From an optimization exercise on the open Yosys and OpenROAD flow, aimed at small area, a short achievable clock period and few clock cycles; shortcuts taken in it are not production practice.

## alpha
## motion_search_top
module motion_search_top #(
  parameter int SImgSize = 19,
  parameter int RImgSize = 4,
  parameter int PeNum    = 16
) (
  input  logic   clk_i,
  input  logic   rst_ni,
  input  logic   start_i,
  input  sad_pkg::pixel_t smem_rdata_i,
  input  sad_pkg::pixel_t ref_rdata_i,
  output sad_pkg::saddr_t smem_raddr_o,
  output sad_pkg::raddr_t ref_raddr_o,
  output logic   busy_o,
  output logic   finish_o,
  output sad_pkg::sad_t   min_sad_o,
  output sad_pkg::saddr_t min_addr_o
);
For scale: ~2,600 cells after synthesis, about 810 flip-flops.
Settings: LEC_CHECK=0, ABC_AREA=1, CAP_MARGIN=20, CORE_MARGIN=2, CORE_UTILIZATION=70, CTS_CLUSTER_DIAMETER=60, CTS_CLUSTER_SIZE=30, SLEW_MARGIN=20, SETUP_SLACK_MARGIN=6.8; clock period 10.0 ns.
standard.sh (not shown) runs the stock make flow with config.mk's settings and CLKGATE_MAP_FILE= SYNTH_SCRIPT=/design/flow/synth_recipe.tcl, a recipe that flattens the netlist after the stock synthesis.
==> flow/flow/run.sh <==
#!/bin/bash
set -euo pipefail
MARGIN=$(cat flow/margin.txt)
echo "export SETUP_SLACK_MARGIN = $MARGIN" >> config.mk
bash standard.sh > standard.log 2>&1
==> flow/flow/margin.txt <==
6.8
Edits applied to the flow inputs when going from alpha to beta:
Settings: SETUP_SLACK_MARGIN now 7.2, was 6.8.
==> flow/flow/margin.txt <==
7.2
--- outcome ---
beta | stages: all done | timing, DRC, antenna: all pass. i_result.best_addr[8] as the worst setup path startpoint was reported by alpha, and i_result.best_addr[1] by beta. beta vs. alpha: final worst-path cycle share has decreased, cell area has increased, clock buffer count in the final layout has increased, average wire per standard cell has increased. Re first-iteration DRC count: alpha and beta aren't equal, and the higher value belongs to alpha. The clock skew after layout in beta sits 0.0071 ns below the value recorded for alpha. min_addr_o[8] as the capture point of the worst path was reported by alpha, and min_addr_o[1] by beta. Going from alpha to beta, aggregate routed wire length grew by a few percent.
No functional check of the RTL was part of any run of this note.


## v6
motion_search_top, a different RTL version from the one above (not shown whole).
Size: ~2500 cells after synthesis, roughly 800 flip-flops, about 66 I/O pins.
Design motion_search_top, start of the top module:
module motion_search_top #(
  parameter int SImgSize = 19,
  parameter int RImgSize = 4,
  parameter int PeNum    = 16
) (
  input  logic   clk_i,
  input  logic   rst_ni,
  input  logic   start_i,
  input  sad_pkg::pixel_t smem_rdata_i,
  input  sad_pkg::pixel_t ref_rdata_i,
  output sad_pkg::saddr_t smem_raddr_o,
  output sad_pkg::raddr_t ref_raddr_o,
  output logic   busy_o,
  output logic   finish_o,
  output sad_pkg::sad_t   min_sad_o,
  output sad_pkg::saddr_t min_addr_o
);
Settings: LEC_CHECK=0, ABC_AREA=1, CAP_MARGIN=20, CORE_MARGIN=2, CORE_UTILIZATION=70, SLEW_MARGIN=20; clock period 10.0 ns.
run.sh (not shown) runs the stock make flow with config.mk's settings and CLKGATE_MAP_FILE= SYNTH_SCRIPT=/design/flow/synth_recipe.tcl, a recipe that flattens the netlist after the stock synthesis.
Stock flow here: none of the scripts above is used.
No stage failed in v6, and the final checks on the layout all came back clean.
Relative to v6, the following input files were edited for v7:
# v6
export LEC_CHECK = 0
export ABC_AREA = 1
export CAP_MARGIN = 20
export CORE_MARGIN = 2
export CORE_UTILIZATION = 70
export SLEW_MARGIN = 20
create_clock -name core_clock -period 10.0 [get_ports {clk_i}]
# v7
export LEC_CHECK = 0
export ABC_AREA = 1
export CAP_MARGIN = 20
export CORE_MARGIN = 2
export CORE_UTILIZATION = 70
export SLEW_MARGIN = 20
export SETUP_SLACK_MARGIN = 6.5
create_clock -name core_clock -period 10.0 [get_ports {clk_i}]
==> flow/flow/run.sh (new file) <==
#!/bin/bash
set -euo pipefail
MARGIN=$(cat flow/margin.txt)
echo "export SETUP_SLACK_MARGIN = $MARGIN" >> config.mk
bash standard.sh > standard.log 2>&1
==> flow/flow/margin.txt (new file) <==
6.5
==> flow/standard.sh (new file) <==
#!/bin/bash
# synth_recipe.tcl (not shown) runs the flow's synth.tcl, then flattens the netlist and writes it again
# the make line also repeats each setting of config.mk as NAME=value (left out here)
make -C /OpenROAD-flow-scripts/flow DESIGN_CONFIG=/design/flow/config.mk WORK_HOME=/design/flow/orfs CLKGATE_MAP_FILE= SYNTH_SCRIPT=/design/flow/synth_recipe.tcl "${@:-finish}"
removed: flow/run.sh
Notes after the runs:
- For the clock skew after layout, v7 came in 0.0092 ns higher than v6 did.
- As far as final-layout non-clock buffer area share is concerned, v6 and v7 perform about the same.
No functional check of the RTL was part of any run of this note.

static timing again, ports no longer ideal:
The results above use ideal ports. As a check the final layouts listed here were re-extracted and re-timed, cells and wires unchanged. Step 1 (the two cells are an assumption about what drives the block):
set clk [get_ports {clk_i}]
set_driving_cell -lib_cell sky130_fd_sc_hd__clkbuf_16 $clk
set_driving_cell -lib_cell sky130_fd_sc_hd__buf_2 [delete_from_list [all_inputs] $clk]
Step 2, shift: input delay + t, output delay - t, t = (earliest + latest rising clock arrival at the registers) / 2. This alone moves slack from input paths to output paths. Three values: no drivers, after step 1, after step 2; two values: the first two.
run	t (ns)	setup slack, ns	worst register clock-pin slew, ns	worst slew at a driven data input, ns
alpha	0.643	6.800 / 6.744 / 6.252	0.11 / 0.11	0.04
beta	0.649	6.870 / 6.815 / 6.601	0.11 / 0.11	0.05
v6	0.655	6.286 / 6.300 / 5.664	0.07 / 0.07	0.04
v7	0.676	6.686 / 6.628 / 6.250	0.07 / 0.07	0.04
After both steps every run listed still meets setup and hold. The setup slack of v6, which loses most, moves by +0.014 ns with the drivers and by -0.622 ns with both steps.
